Source: an optimization exercise on an open RTL-to-GDS flow (aim: small area). Production flows keep margins and buffers that such runs may drop. Only simulation tests tie the RTL to the original design; equivalence was not proved. Power and IR drop assume default switching activity. The clock port is modelled as an ideal driver; clocking choices that lean on that would not hold on a real chip.

`flow/flow/run.sh`:
```
#!/bin/bash
set -euo pipefail
here=$(pwd)

# ORFS synth.tcl, with the ABC script replaced right after the preamble sets it.
sed '/^source \$::env(SCRIPTS_DIR)\/synth_preamble.tcl/a lset abc_args 1 '"$here"'/flow/area.abc' \
  "$FLOW_HOME/scripts/synth.tcl" > "$here/flow_synth.tcl"
grep -q "flow/area.abc" "$here/flow_synth.tcl"
sed 's#^source \$::env(SCRIPTS_DIR)/synth.tcl$#source '"$here"'/flow_synth.tcl#' \
  "$here/synth_recipe.tcl" > "$here/flow_synth_recipe.tcl"
grep -q "flow_synth.tcl" "$here/flow_synth_recipe.tcl"
sed "s#$here/synth_recipe.tcl#$here/flow_synth_recipe.tcl#" "$here/standard.sh" > "$here/flow_standard.sh"
grep -q "flow_synth_recipe.tcl" "$here/flow_standard.sh"

export BUFFER_PORTS_ARGS="-buffer_cell sky130_fd_sc_hd__buf_1"
export GPL_KEEP_OVERFLOW=0
export CTS_ARGS="-sink_clustering_enable -repair_clock_nets -dont_use_dummy_load -sink_clustering_size 28 -sink_clustering_max_diameter 100 -buf_list {sky130_fd_sc_hd__clkbuf_4 sky130_fd_sc_hd__clkbuf_8 sky130_fd_sc_hd__clkbuf_16}"

bash "$here/flow_standard.sh" > "$here/flow.log" 2>&1
```
`flow/flow/area.abc`:
```
strash
ifraig
scorr
dc2
strash
dch -f
amap -F 3 -A 8
```
`flow/standard.sh`:
```
#!/bin/bash
# synth_recipe.tcl (not shown) runs the flow's synth.tcl, then flattens the netlist and writes it again
# the make line also repeats each setting of config.mk as NAME=value (left out here)
make -C /OpenROAD-flow-scripts/flow DESIGN_CONFIG=/design/flow/config.mk WORK_HOME=/design/flow/orfs CLKGATE_MAP_FILE= SYNTH_SCRIPT=/design/flow/synth_recipe.tcl "${@:-finish}"
```
`flow/config.mk`:
```
export PLATFORM = sky130hd
export DESIGN_NAME = pad_config_sequencer
export DESIGN_NICKNAME = pad_config_sequencer
export VERILOG_FILES = /design/flow/design.v
export SDC_FILE = /design/flow/constraint.sdc
export NUM_CORES = 4
export LEC_CHECK = 0
export CAP_MARGIN = 20
export CORE_MARGIN = 2
export CORE_UTILIZATION = 40
export SETUP_SLACK_MARGIN = 0.4
export SLEW_MARGIN = 20
```
`flow/constraint.sdc`:
```
create_clock -name core_clock -period 3.5 [get_ports {clk}]
set_input_delay 0.7000 -clock core_clock [delete_from_list [all_inputs] [get_ports {clk}]]
set_output_delay 0.7000 -clock core_clock [all_outputs]
set_load 0.01 [all_outputs]
```
`flow/design.v`:
```
module pad_config_sequencer #(
  parameter int NPADS  = 46,
  parameter int AW     = 6
) (
  input  logic                 clk,
  input  logic                 rst,
  input  logic                 bus_wr_valid,
  output logic                 bus_wr_ready,
  input  logic [AW-1:0]        bus_wr_addr,
  input  logic [7:0]           bus_wr_data,
  output logic                 bus_wr_err,
  input  logic [AW-1:0]        bus_rd_addr,
  output logic [7:0]           bus_rd_data,
  input  logic                 bus_commit_valid,
  output logic                 bus_commit_ready,
  output logic                 bus_busy,
  output logic                 bus_commit_done,
  output logic [NPADS-1:0]     pad_oe,
  output logic [NPADS-1:0]     pad_ie,
  output logic [NPADS-1:0]     pad_pu,
  output logic [NPADS-1:0]     pad_pd,
  output logic [NPADS-1:0]     pad_pdrv0,
  output logic [NPADS-1:0]     pad_pdrv1,
  output logic [NPADS-1:0]     pad_sl,
  output logic [NPADS-1:0]     pad_cs
);
  localparam logic [7:0] RST_WORD = 8'h02;
  logic [3:0]        step;
  logic              idle_q, any_q;
  logic [7:0]        shadow [NPADS], shadow_q [NPADS], shadow_nx [NPADS];
  logic              clr_q;
  logic [NPADS-1:0]  chg_now;
  logic [7:0]        rd_q;
  logic              err_q;
  logic              idle, wr_fire;
  assign idle    = idle_q;
  assign wr_fire = bus_wr_valid && idle;
  assign bus_wr_ready     = idle;
  assign bus_commit_ready = idle;
  assign bus_busy         = !idle;
  assign bus_commit_done  = (step == 4'd12) || (step == 4'd2 && !any_q);
  assign bus_rd_data      = rd_q;
  assign bus_wr_err       = err_q;
  logic [7:0] rd_mux;
  always_comb begin
    logic [7:0] grp;
    rd_mux = 8'h00;
    for (int g = 0; g < (NPADS + 15) / 16; g++) begin
      grp = 8'h00;
      for (int j = 0; j < 16; j++)
        if (16 * g + j < NPADS)
          grp = grp | ({8{bus_rd_addr[3:0] == 4'(j)}} & shadow[16 * g + j]);
      rd_mux = rd_mux | ({8{bus_rd_addr[5:4] == 2'(g)}} & grp);
    end
  end
  always_comb begin
    for (int i = 0; i < NPADS; i++) begin
      chg_now[i] = shadow[i] != {pad_cs[i], pad_sl[i], pad_pdrv1[i], pad_pdrv0[i],
                                 pad_pd[i], pad_pu[i], pad_ie[i], pad_oe[i]};
    end
  end
  always_ff @(posedge clk or posedge rst) begin
    if (rst) begin
      step   <= 4'd0;
      idle_q <= 1'b1;
      any_q  <= 1'b0;
    end else if (idle_q) begin
      if (bus_commit_valid) begin
        step   <= 4'd1;
        idle_q <= 1'b0;
      end
    end else begin
      if (step == 4'd1) any_q <= |chg_now;
      if (bus_commit_done) begin
        step   <= 4'd0;
        idle_q <= 1'b1;
      end else begin
        step   <= step + 4'd1;
      end
    end
  end
  always_ff @(posedge clk or posedge rst) begin
    if (rst) clr_q <= 1'b1;
    else     clr_q <= 1'b0;
  end
  localparam logic [7:0] INV_MASK = 8'h02;
  logic [7:0] wr_hi, wr_lo;
  always_comb begin
    for (int k = 0; k < 8; k++) begin
      wr_hi[k] = wr_fire && bus_wr_addr[5:3] == 3'(k);
      wr_lo[k] = bus_wr_addr[2:0] == 3'(k);
    end
  end
  always_comb begin
    for (int i = 0; i < NPADS; i++) begin
      logic sel, keep;
      sel  = wr_hi[i / 8] && wr_lo[i % 8];
      keep = !sel && !clr_q;
      shadow[i]    = shadow_q[i] ^ INV_MASK;
      shadow_nx[i] = ({8{sel}} & (bus_wr_data ^ INV_MASK)) | ({8{keep}} & shadow_q[i]);
    end
  end
  always_ff @(posedge clk) begin
    for (int i = 0; i < NPADS; i++) shadow_q[i] <= shadow_nx[i];
  end
  always_ff @(posedge clk or posedge rst) begin
    if (rst) begin
      rd_q  <= RST_WORD;
      err_q <= 1'b0;
    end else begin
      err_q <= wr_fire && (bus_wr_addr >= AW'(NPADS));
      if (clr_q) rd_q <= (bus_rd_addr < AW'(NPADS)) ? RST_WORD : 8'h00;
      else       rd_q <= rd_mux;
    end
  end
  always_ff @(posedge clk or posedge rst) begin
    if (rst) begin
      pad_oe    <= '0;
      pad_ie    <= '1;
      pad_pu    <= '0;
      pad_pd    <= '0;
      pad_pdrv0 <= '0;
      pad_pdrv1 <= '0;
      pad_sl    <= '0;
      pad_cs    <= '0;
    end else begin
      if (step == 4'd1) pad_oe <= pad_oe & ~chg_now;
      if (step == 4'd11) begin
        for (int i = 0; i < NPADS; i++) pad_oe[i] <= shadow[i][0];
      end
      if (step == 4'd6) begin
        for (int i = 0; i < NPADS; i++) begin
          pad_ie[i]    <= shadow[i][1];
          pad_pu[i]    <= shadow[i][2];
          pad_pd[i]    <= shadow[i][3];
          pad_pdrv0[i] <= shadow[i][4];
          pad_pdrv1[i] <= shadow[i][5];
          pad_sl[i]    <= shadow[i][6];
          pad_cs[i]    <= shadow[i][7];
        end
      end
    end
  end
endmodule
```
==> insert_results.sql, run 1 <==
INSERT INTO impl_metrics (metric_group, metric, value, unit) VALUES
('power', 'power-per-cell-area', '510', 'mW/mm^2'),
('drt', 'antenna_violating_nets_post_route', '0', ''),
('final_layout', 'layout.cell_area.non_filler', '0.0350', 'mm^2'),
('die', 'initial_core_util', '40.3', '%'),
('setup_path', 'required', '4.09', 'ns'),
('sta', 'timing.final.crit_period', '3.15', 'ns'),
('power', 'ir_worst_vdd', '0.000392', 'V'),
('setup_path', 'worst_ep_arrival_time', '3.75', 'ns'),
('die', 'die_area', '0.0786', 'mm^2'),
('cts', 'post-cts-setup-buffers', '0', ''),
('final_layout', 'drive_above_1_share', '4.48', '%'),
('sta', 'finalSetupViolCount', '0', ''),
('drt', 'drt_first_iter_violations', '4274', ''),
('global_routing', 'via_count_of_the_first_global_routing_pass', '27700', ''),
('sta', 'holdWs', '0.153', 'ns'),
('final_layout', 'layout.core_utilization', '46.2', '%'),
('cts', 'cts_tree', 'done', ''),
('final_layout', 'nets', '3716', ''),
('synth', 'syn_area_per_cell', '9.52', 'um^2'),
('die', 'dieWidth', '280', 'um'),
('synth', 'synth_seq_cells', '752', ''),
('cts', 'sinks_on_clock_net', '752', ''),
('synth', 'yosys.area.top_type', 'sky130_fd_sc_hd__dfrtp_1', ''),
('sta', 'slew_headroom', '27.1', '%'),
('global_routing', 'grt_max_degree', '149', ''),
('sta', 'post-route-period-util', '90.1', '%'),
('synth', 'syn_area', '0.0306', 'mm^2'),
('synth', 'yosys_warnings', '4', ''),
('sta', 'hold_viol_final', '0', ''),
('sta', 'final.setup_skew', '0.0535', 'ns'),
('drt', 'detail_route.wl_per_cell', '29.6', 'um'),
('die', 'ios', '405', ''),
('synth', 'ys_dominant_reg_cell', 'sky130_fd_sc_hd__dfxtp_1', ''),
('global_routing', 'grt_antenna_before_repair', '6', ''),
('synth', 'async_reset_ff_share', '51.1', '%'),
('cts', 'clock_path_buffers', '3', ''),
('sta', 'timing_worst_slew_pin_value', '1.09', 'ns'),
('cts', 'worst_setup_hold_path_clk_slew', '0.12', 'ns'),
('global_routing', 'grt_usage', '33.9', '%'),
('die', 'area_of_the_placeable_core', '0.0758', 'mm^2'),
('synth', 'synth.yosys.seq_area_share', '55.8', '%'),
('die', 'dieHeight', '280', 'um'),
('final_layout', 'finish.cell_count_without_fillers', '4671', ''),
('drt', 'num_vias', '30500', ''),
('setup_path', 'rr_worst_depth', '7', ''),
('sta', 'fmax', '317', 'MHz'),
('drt', 'detailedRoute.firstPassIterationCount', '9', ''),
('placement', 'buffer_ports.inserted', '404', ''),
('synth', 'syn_nets', '3239', ''),
('synth', 'post_synth_inst_count', '3211', ''),
('global_routing', 'grt_pass1_wl', '196000', 'um'),
('drt', 'drc', '0', ''),
('cts', 'cts_buffers', '31', ''),
('sta', 'slew_viol_final', '0', ''),
('placement', 'dpl.cell_count', '4633', ''),
('synth', 'synthTopCellsByArea', 'sky130_fd_sc_hd__dfrtp_1, sky130_fd_sc_hd__dfxtp_1, sky130_fd_sc_hd__o22ai_1', ''),
('job', 'drv_cap', '0', ''),
('placement', 'gpl.final_weighted_congestion', '0.950', ''),
('global_routing', 'grt_remaining_overflow', '0', ''),
('die', 'placementRows', '101', ''),
('drt', 'drt-vias-per-instance', '6.53', ''),
('placement', 'dp_hpwl', '98200', 'um'),
('synth', 'synth_enable_flop_cells', '0', ''),
('drt', 'routed_wirelength', '138000', 'um'),
('cts', 'cts_max_level', '1', ''),
('final_layout', 'n_fill_cell', '7416', ''),
('setup_path', 'worstPathMaxFanout', '14', ''),
('setup_path', 'critPathCaptureType', 'flip-flop', ''),
('sta', 'grt_setup_unrepaired', 'yes', ''),
('final_layout', 'syn2layout_area_growth', '14.6', '%'),
('placement', 'dpl_cell_area', '0.0342', 'mm^2'),
('outcome', 'status', 'timing/DRC/antenna clean', ''),
('power', 'power_leakage', '12.7', 'nW'),
('synth', 'ys_types', '37', ''),
('cts', 'clk_latency', '0.66', 'ns'),
('setup_path', 'start_kind', 'primary input', ''),
('cts', 'clk_root_buffer_cell', 'sky130_fd_sc_hd__clkbuf_16', ''),
('synth', 'synth.top_cell.area_share', '27.4', '%'),
('setup_path', 'reg2reg_slack', '0.48', 'ns'),
('sta', 'totalNegativeSetupSlack', '0', 'ns'),
('setup_path', 'worstSetupPathType', 'primary input to flip-flop', ''),
('hold_path', 'hold_class', 'primary input to asynchronous set/reset pin', '');
-- metal layers --
layer	up-vias	global-route usage [%]	part of all wire (%)
met5	-	0	0.017
met4	4	16.7	5.6
met3	381	7.76	11
met2	1925	51.6	43
met1	14800	45.5	40
li1	13400	-	-
-- final timing paths --
check | startpoint | to
setup / recovery | bus_rd_addr[2] | rd_q[7]
min in group core_clock | bus_commit_valid | idle_q
max in group asynchronous | rst | pad_pd[2]
setup reg to reg | pad_ie[26] | any_q
hold / removal | rst | pad_pdrv0[16]
hold reg to reg | shadow_q[44][1] | pad_ie[44]
-- cell usage after synthesis (all sizes together) (6+ instances only) --
library cell,instances
clkinv,784
o221ai,13
a221o,6
and4,7
dfstp,49
nor4,96
a222oi,37
nor2,44
o21ai,13
o22ai,1126
a2111oi,6
nand2,68
nand4,6
a21oi,41
dfrtp,335
dfxtp,368
a31oi,9
or4,16
o32ai,46
nand3,20
a221oi,20
nor3,12
a22oi,16
or2,47
-- layout make-up --
cell class                 instances  area, um^2  area share [%]
inverter                         784        3040            8.68
clock buffer                      31         776            2.22
sequential                       752       17000            48.7
antenna                            7        17.5          0.0500
multi-input combinational       1674       10700            30.5
timing repair buffer             445        2240            6.39
tap                              978        1220            3.49
-- placed cells by master (no fill, tap or decap), types with 3 or more instances in the layout --
cell type                   Yosys  layout
sky130_fd_sc_hd__or3_1          3       3
sky130_fd_sc_hd__nor2_2         0      10
sky130_fd_sc_hd__a22oi_1       16      16
sky130_fd_sc_hd__a222oi_1      37      37
sky130_fd_sc_hd__nand4_1        6       6
sky130_fd_sc_hd__o32ai_1       46      46
sky130_fd_sc_hd__a21oi_1       41      41
sky130_fd_sc_hd__dfrtp_1      335     335
sky130_fd_sc_hd__clkinv_4       0      11
sky130_fd_sc_hd__nor3_1        12      10
sky130_fd_sc_hd__or2_0         47      47
sky130_fd_sc_hd__a41oi_1        4       4
sky130_fd_sc_hd__and4_1         7       7
sky130_fd_sc_hd__nor4_2         0       4
sky130_fd_sc_hd__o22ai_1     1126    1126
sky130_fd_sc_hd__o21ai_0       13      13
sky130_fd_sc_hd__ha_1           4       3
sky130_fd_sc_hd__a221oi_1      20      20
sky130_fd_sc_hd__a31oi_1        9       9
sky130_fd_sc_hd__nor4_1        96      92
sky130_fd_sc_hd__clkbuf_16      0      31
sky130_fd_sc_hd__diode_2        0       7
sky130_fd_sc_hd__dfxtp_1      368     368
sky130_fd_sc_hd__o221ai_1      13      13
sky130_fd_sc_hd__clkinv_2       0      10
sky130_fd_sc_hd__buf_6          0       4
sky130_fd_sc_hd__a2111oi_0      6       6
sky130_fd_sc_hd__dfstp_2       49      49
sky130_fd_sc_hd__buf_8          0      23
sky130_fd_sc_hd__and3_1         3       3
sky130_fd_sc_hd__buf_1          0     403
sky130_fd_sc_hd__or4_1         16      16
sky130_fd_sc_hd__a221o_1        6       6
sky130_fd_sc_hd__nand3_1       20      19
sky130_fd_sc_hd__buf_16         0      10
sky130_fd_sc_hd__clkinv_1     784     761
sky130_fd_sc_hd__nand2_1       68      68
sky130_fd_sc_hd__nor2_1        44      32
-- state kept, by name, indices dropped and copies added (netlist names) --
| name | count |
|---|---|
| any_q | 1 |
| clr_q | 1 |
| err_q | 1 |
| idle_q | 1 |
| pad_cs | 46 |
| pad_ie | 46 |
| pad_oe | 46 |
| pad_pd | 46 |
| pad_pdrv0 | 46 |
| pad_pdrv1 | 46 |
| pad_pu | 46 |
| pad_sl | 46 |
| rd_q | 8 |
| shadow_q | 368 |
| step | 4 |
-- report_power, final --
group | switching, mW | internal [mW] | total (mW) | leakage (nW)
Combinational | 2.67 | 1.19 | 3.87 | 4.15
Sequential | 0.419 | 9.19 | 9.61 | 8.15
Clock | 2.81 | 1.59 | 4.40 | 0.382
-- critical path, stage by stage --
cell	delay, ns
sky130_fd_sc_hd__buf_1	0.11
sky130_fd_sc_hd__clkinv_1	0.07
sky130_fd_sc_hd__nand2_1	0.15
sky130_fd_sc_hd__nor2_1	0.44
sky130_fd_sc_hd__buf_4	0.28
sky130_fd_sc_hd__clkinv_1	0.68
sky130_fd_sc_hd__o22ai_1	0.73
sky130_fd_sc_hd__a221oi_1	0.14
sky130_fd_sc_hd__a41o_1	0.29
sky130_fd_sc_hd__a31oi_1	0.14
-- metrics by stage --
stage | power (mW) | setup WS, ns
after floorplan | 11.7 | -10.97
after global placement | 13.3 | -23.87
after detailed placement | 13.5 | -0.954
after CTS | 17.7 | 0.446
after global routing | 18.4 | 0.353
final | 17.9 | 0.348
-- cells by family (layout without fill, tap and decap cells) --
logic type	after synthesis	in the layout	synth area share (%)
AO/OA/AOI/OAI	1343	1343	28.6
buffers and inverters	785	1260	9.65
flip-flops	752	752	55.8
AND/OR/NAND/NOR	326	326	5.77
adder cells (fa/ha/maj)	4	4	0.164
other	1	8	0.0123
-- timing repair --
| action | in CTS | in global routing |
|---|---|---|
| gates resized for setup | 14 | 7 |
| hold buffers | 0 | 0 |
| endpoints found under the setup margin | 9 | 8 |
==> run 2, diff against run 1 <==
--- a/flow/config.mk
+++ b/flow/config.mk
@@ -8,5 +8,5 @@
 export CAP_MARGIN = 20
 export CORE_MARGIN = 2
-export CORE_UTILIZATION = 40
+export CORE_UTILIZATION = 37
 export SETUP_SLACK_MARGIN = 0.4
 export SLEW_MARGIN = 20
==> run 2 against run 1 <==
- worst setup slack got worse by 0.082 ns
- count of clock-buffer cells in the layout is 1 lower
- non-clock buffer count shrank 4
- synthesized cell count unchanged
- clock skew is 0.0025 ns lower
==> insert_results.sql, run 2 <==
INSERT INTO impl_metrics (metric_group, metric, value, unit) VALUES
('final_layout', 'mostFrequentLayoutCells', 'sky130_fd_sc_hd__o22ai_1, sky130_fd_sc_hd__clkinv_1, sky130_fd_sc_hd__buf_1', ''),
('die', 'initial_core_util', '37.3', '%'),
('setup_path', 'worst_ep_arrival_time', '3.74', 'ns'),
('synth', 'synth_enable_flop_cells', '0', ''),
('setup_path', 'worstPathMaxFanout', '33', ''),
('setup_path', 'critical-path-max-stage-delay', '0.64', 'ns'),
('setup_path', 'path_cells', 'clkinv_1 -> ha_1 -> nand3_4 -> buf_16 -> nor2_1 -> nand4_1 -> nor4_1 -> a31oi_1', ''),
('drt', 'detailedRoute.firstPassIterationCount', '10', ''),
('drt', 'num_vias', '30400', ''),
('synth', 'synthTopCellsByArea', 'sky130_fd_sc_hd__dfrtp_1, sky130_fd_sc_hd__dfxtp_1, sky130_fd_sc_hd__o22ai_1', ''),
('synth', 'async_reset_ff_share', '51.1', '%'),
('synth', 'syn_area', '0.0306', 'mm^2'),
('hold_path', 'hold_class', 'primary input to asynchronous set/reset pin', ''),
('final_layout', 'drive_above_1_share', '4.43', '%'),
('setup_path', 'rr_worst_depth', '8', ''),
('final_layout', 'flip_flop_count_of_the_largest_register_after_layout', '368', ''),
('die', 'dieHeight', '291', 'um'),
('sta', 'slew_viol_final', '0', ''),
('setup_path', 'critical_path.n_buffers_inverters', '2', ''),
('setup_path', 'critPathCaptureType', 'flip-flop', ''),
('sta', 'hold_viol_final', '0', ''),
('cts', 'worst_setup_hold_path_clk_slew', '0.12', 'ns'),
('cts', 'post-cts-setup-buffers', '0', ''),
('setup_path', 'worst_r2r_endpoint', 'any_q', ''),
('die', 'die_area', '0.0849', 'mm^2'),
('placement', 'dp_hpwl', '100000', 'um'),
('die', 'area_of_the_placeable_core', '0.0820', 'mm^2'),
('sta', 'final.setup_skew', '0.0510', 'ns'),
('setup_path', 'critical_path.top_delay_family', 'simple AND/OR/NAND/NOR gates', ''),
('global_routing', 'via_count_of_the_first_global_routing_pass', '27600', ''),
('drt', 'detail_route.wl_per_cell', '29.4', 'um'),
('die', 'placementRows', '105', ''),
('final_layout', 'layout.core_utilization', '42.7', '%'),
('synth', 'syn_area_per_cell', '9.52', 'um^2'),
('global_routing', 'grt_pass1_wl', '198000', 'um'),
('cts', 'cts_tree', 'done', ''),
('cts', 'clock_path_buffers', '3', ''),
('placement', 'buffer_ports.inserted', '404', ''),
('final_layout', 'syn2layout_area_growth', '14.6', '%'),
('global_routing', 'grt_remaining_overflow', '0', ''),
('sta', 'grt_setup_unrepaired', 'yes', ''),
('setup_path', 'regToRegStartpoint', 'step[1]', ''),
('synth', 'ys_types', '37', ''),
('setup_path', 'reg2reg_slack', '0.27', 'ns'),
('sta', 'slew_headroom', '25.8', '%'),
('drt', 'drt_first_iter_violations', '3973', ''),
('synth', 'synth_seq_cells', '752', ''),
('final_layout', 'most_common_cell_after_layout_fill_and_taps_aside', 'sky130_fd_sc_hd__o22ai_1', ''),
('sta', 'holdWs', '0.0803', 'ns'),
('cts', 'cts_buffers', '30', ''),
('final_layout', 'largest_register', 'shadow_q', ''),
('synth', 'synth.cells.most_frequent', 'sky130_fd_sc_hd__o22ai_1, sky130_fd_sc_hd__clkinv_1, sky130_fd_sc_hd__dfxtp_1', ''),
('sta', 'fmax', '309', 'MHz'),
('setup_path', 'worstSetupPathType', 'flip-flop to flip-flop', ''),
('placement', 'gpl.final_weighted_congestion', '0.953', ''),
('sta', 'timing_worst_slew_pin_value', '1.08', 'ns'),
('cts', 'cts_hold_buffers', '0', ''),
('die', 'dieWidth', '291', 'um'),
('setup_path', 'crit_path_top_delay_cell', 'sky130_fd_sc_hd__nor4_1', ''),
('drt', 'routed_wirelength', '140000', 'um'),
('synth', 'synth.yosys.seq_area_share', '55.8', '%'),
('power', 'power-per-cell-area', '508', 'mW/mm^2'),
('global_routing', 'grt_usage', '31.7', '%'),
('power', 'ir_worst_vdd', '0.000454', 'V'),
('drt', 'drt-vias-per-instance', '6.39', ''),
('sta', 'finalSetupViolCount', '0', ''),
('die', 'ios', '405', ''),
('setup_path', 'start_kind', 'flip-flop', ''),
('cts', 'sinks_on_clock_net', '752', ''),
('drt', 'drc', '0', ''),
('sta', 'post-route-period-util', '92.4', '%'),
('job', 'drv_cap', '0', ''),
('synth', 'yosys_warnings', '4', ''),
('setup_path', 'required', '4.00', 'ns'),
('drt', 'antenna_violating_nets_post_route', '0', ''),
('final_layout', 'nets', '3711', ''),
('synth', 'post_synth_inst_count', '3211', ''),
('synth', 'post-synth-top-count-cell', 'sky130_fd_sc_hd__o22ai_1', ''),
('global_routing', 'grt_antenna_before_repair', '12', ''),
('cts', 'clk_root_buffer_cell', 'sky130_fd_sc_hd__clkbuf_16', ''),
('synth', 'ys_dominant_reg_cell', 'sky130_fd_sc_hd__dfxtp_1', ''),
('cts', 'clk_latency', '0.68', 'ns'),
('global_routing', 'grt_max_degree', '170', ''),
('synth', 'synth.top_cell.area_share', '27.4', '%'),
('outcome', 'status', 'timing/DRC/antenna clean', ''),
('synth', 'yosys.area.top_type', 'sky130_fd_sc_hd__dfrtp_1', ''),
('power', 'power_leakage', '12.6', 'nW'),
('synth', 'syn_nets', '3239', ''),
('cts', 'cts_max_level', '1', ''),
('sta', 'timing.final.crit_period', '3.23', 'ns');
## run 2: cell counts after synthesis
Identical to the previous run, type by type.
## run 2: per-stage QoR
| step | std cells | area [um^2] | setup TNS, ns | worst slack [ns] | power [mW] |
|---|---|---|---|---|---|
| finish | 4761 | 35000 | 0 | 0.266 | 17.8 |
| global route | 4752 | 35000 | 0 | 0.341 | 18.3 |
| CTS | 4751 | 35000 | 0 | 0.452 | 17.7 |
| detailed placement | 4721 | 34200 | -7.13 | -0.982 | 13.5 |
| global placement | 4684 | 33500 | -8276.29 | -23.73 | 13.3 |
| floorplan | 3211 | 30600 | -3521.91 | -10.97 | 11.7 |
## run 2: cells by family (layout without fill, tap and decap cells)
family / Yosys count / after routing / share of synthesized area (%)
AOI/OAI and AO/OA: 1343 / 1343 / 28.6
buffers and inverters: 785 / 1255 / 9.65
DFF: 752 / 752 / 55.8
and+or+nand+nor: 326 / 326 / 5.77
adders and majority gates: 4 / 4 / 0.164
other: 1 / 11 / 0.0123
## run 2: worst max-delay path by stage
| stage | startpoint | endpoint | cells after the start |
|---|---|---|---|
| floorplan | step[0] | pad_pu[40] | 7 |
| CTS | shadow_q[21][4] | any_q | 7 |
| detailed placement | bus_rd_addr[2] | rd_q[0] | 10 |
| global placement | step[2] | pad_pu[40] | 5 |
| global route | step[1] | any_q | 8 |
| finish | step[1] | any_q | 8 |
## run 2: cell type report
class	instances	area, um^2
tap	1070	1340
timing repair buffer	441	2140
multi-input combinational	1674	10700
inverter	784	3050
clock buffer	30	751
antenna	10	25.0
fill	8139	47000
sequential	752	17000
## run 2: metal layers
| layer | routed length (um) | track usage, % | vias up |
|---|---|---|---|
| met5 | 79 | 0 | - |
| met4 | 7330 | 14.5 | 12 |
| met3 | 17000 | 8.67 | 354 |
| met2 | 61400 | 48.4 | 1956 |
| met1 | 54000 | 41.7 | 14800 |
| li1 | - | - | 13300 |
## run 2: what timing repair did
action | in CTS | in global routing
pin swaps | 0 | 0
cloned | 0 | 0
setup endpoints to repair | 9 | 5
resized for setup | 17 | 4
## run 2: worst reg2reg max path, cell delays in order (launching register included)
cell,delay (ns)
sky130_fd_sc_hd__dfrtp_1,0.45
sky130_fd_sc_hd__clkinv_1,0.11
sky130_fd_sc_hd__ha_1,0.19
sky130_fd_sc_hd__nand3_4,0.33
sky130_fd_sc_hd__buf_16,0.35
sky130_fd_sc_hd__nor2_1,0.53
sky130_fd_sc_hd__nand4_1,0.34
sky130_fd_sc_hd__nor4_1,0.64
sky130_fd_sc_hd__a31oi_1,0.16
## run 2: report_power, final
group / internal, mW / total (mW) / switching (mW)
Sequential: 9.19 / 9.59 / 0.403
Combinational: 1.18 / 3.86 / 2.68
Clock: 1.54 / 4.33 / 2.79

## separate check: timing with driven ports
How much do the figures lean on ideal ports? The routed layouts below were timed once more, with nothing changed but the port constraints. Step 1 (the two cells are an assumption about what drives the block):
set clk [get_ports {clk}]
set_driving_cell -lib_cell sky130_fd_sc_hd__clkbuf_16 $clk
set_driving_cell -lib_cell sky130_fd_sc_hd__buf_2 [delete_from_list [all_inputs] $clk]
Step 2 also shifts input and output timing later by t, the mid clock arrival at the registers, as if the neighbouring blocks saw the same clock. Slacks: ideal / step 1 / step 2; pairs: ideal / step 1.
run	t, ns	setup WS [ns]	worst hold slack (ns)	cell pins on the clock port's net
run 1	0.701	0.348 / 0.303 / -0.398	0.153 / 0.107 / 0.429	1
run 2	0.721	0.266 / 0.266 / -0.428	0.080 / 0.035 / 0.421	1
Met with ideal ports but missed after step 2: setup timing in run 1 and run 2. The setup slack of run 1, which loses most, moves by -0.045 ns with the drivers and by -0.746 ns with both steps.
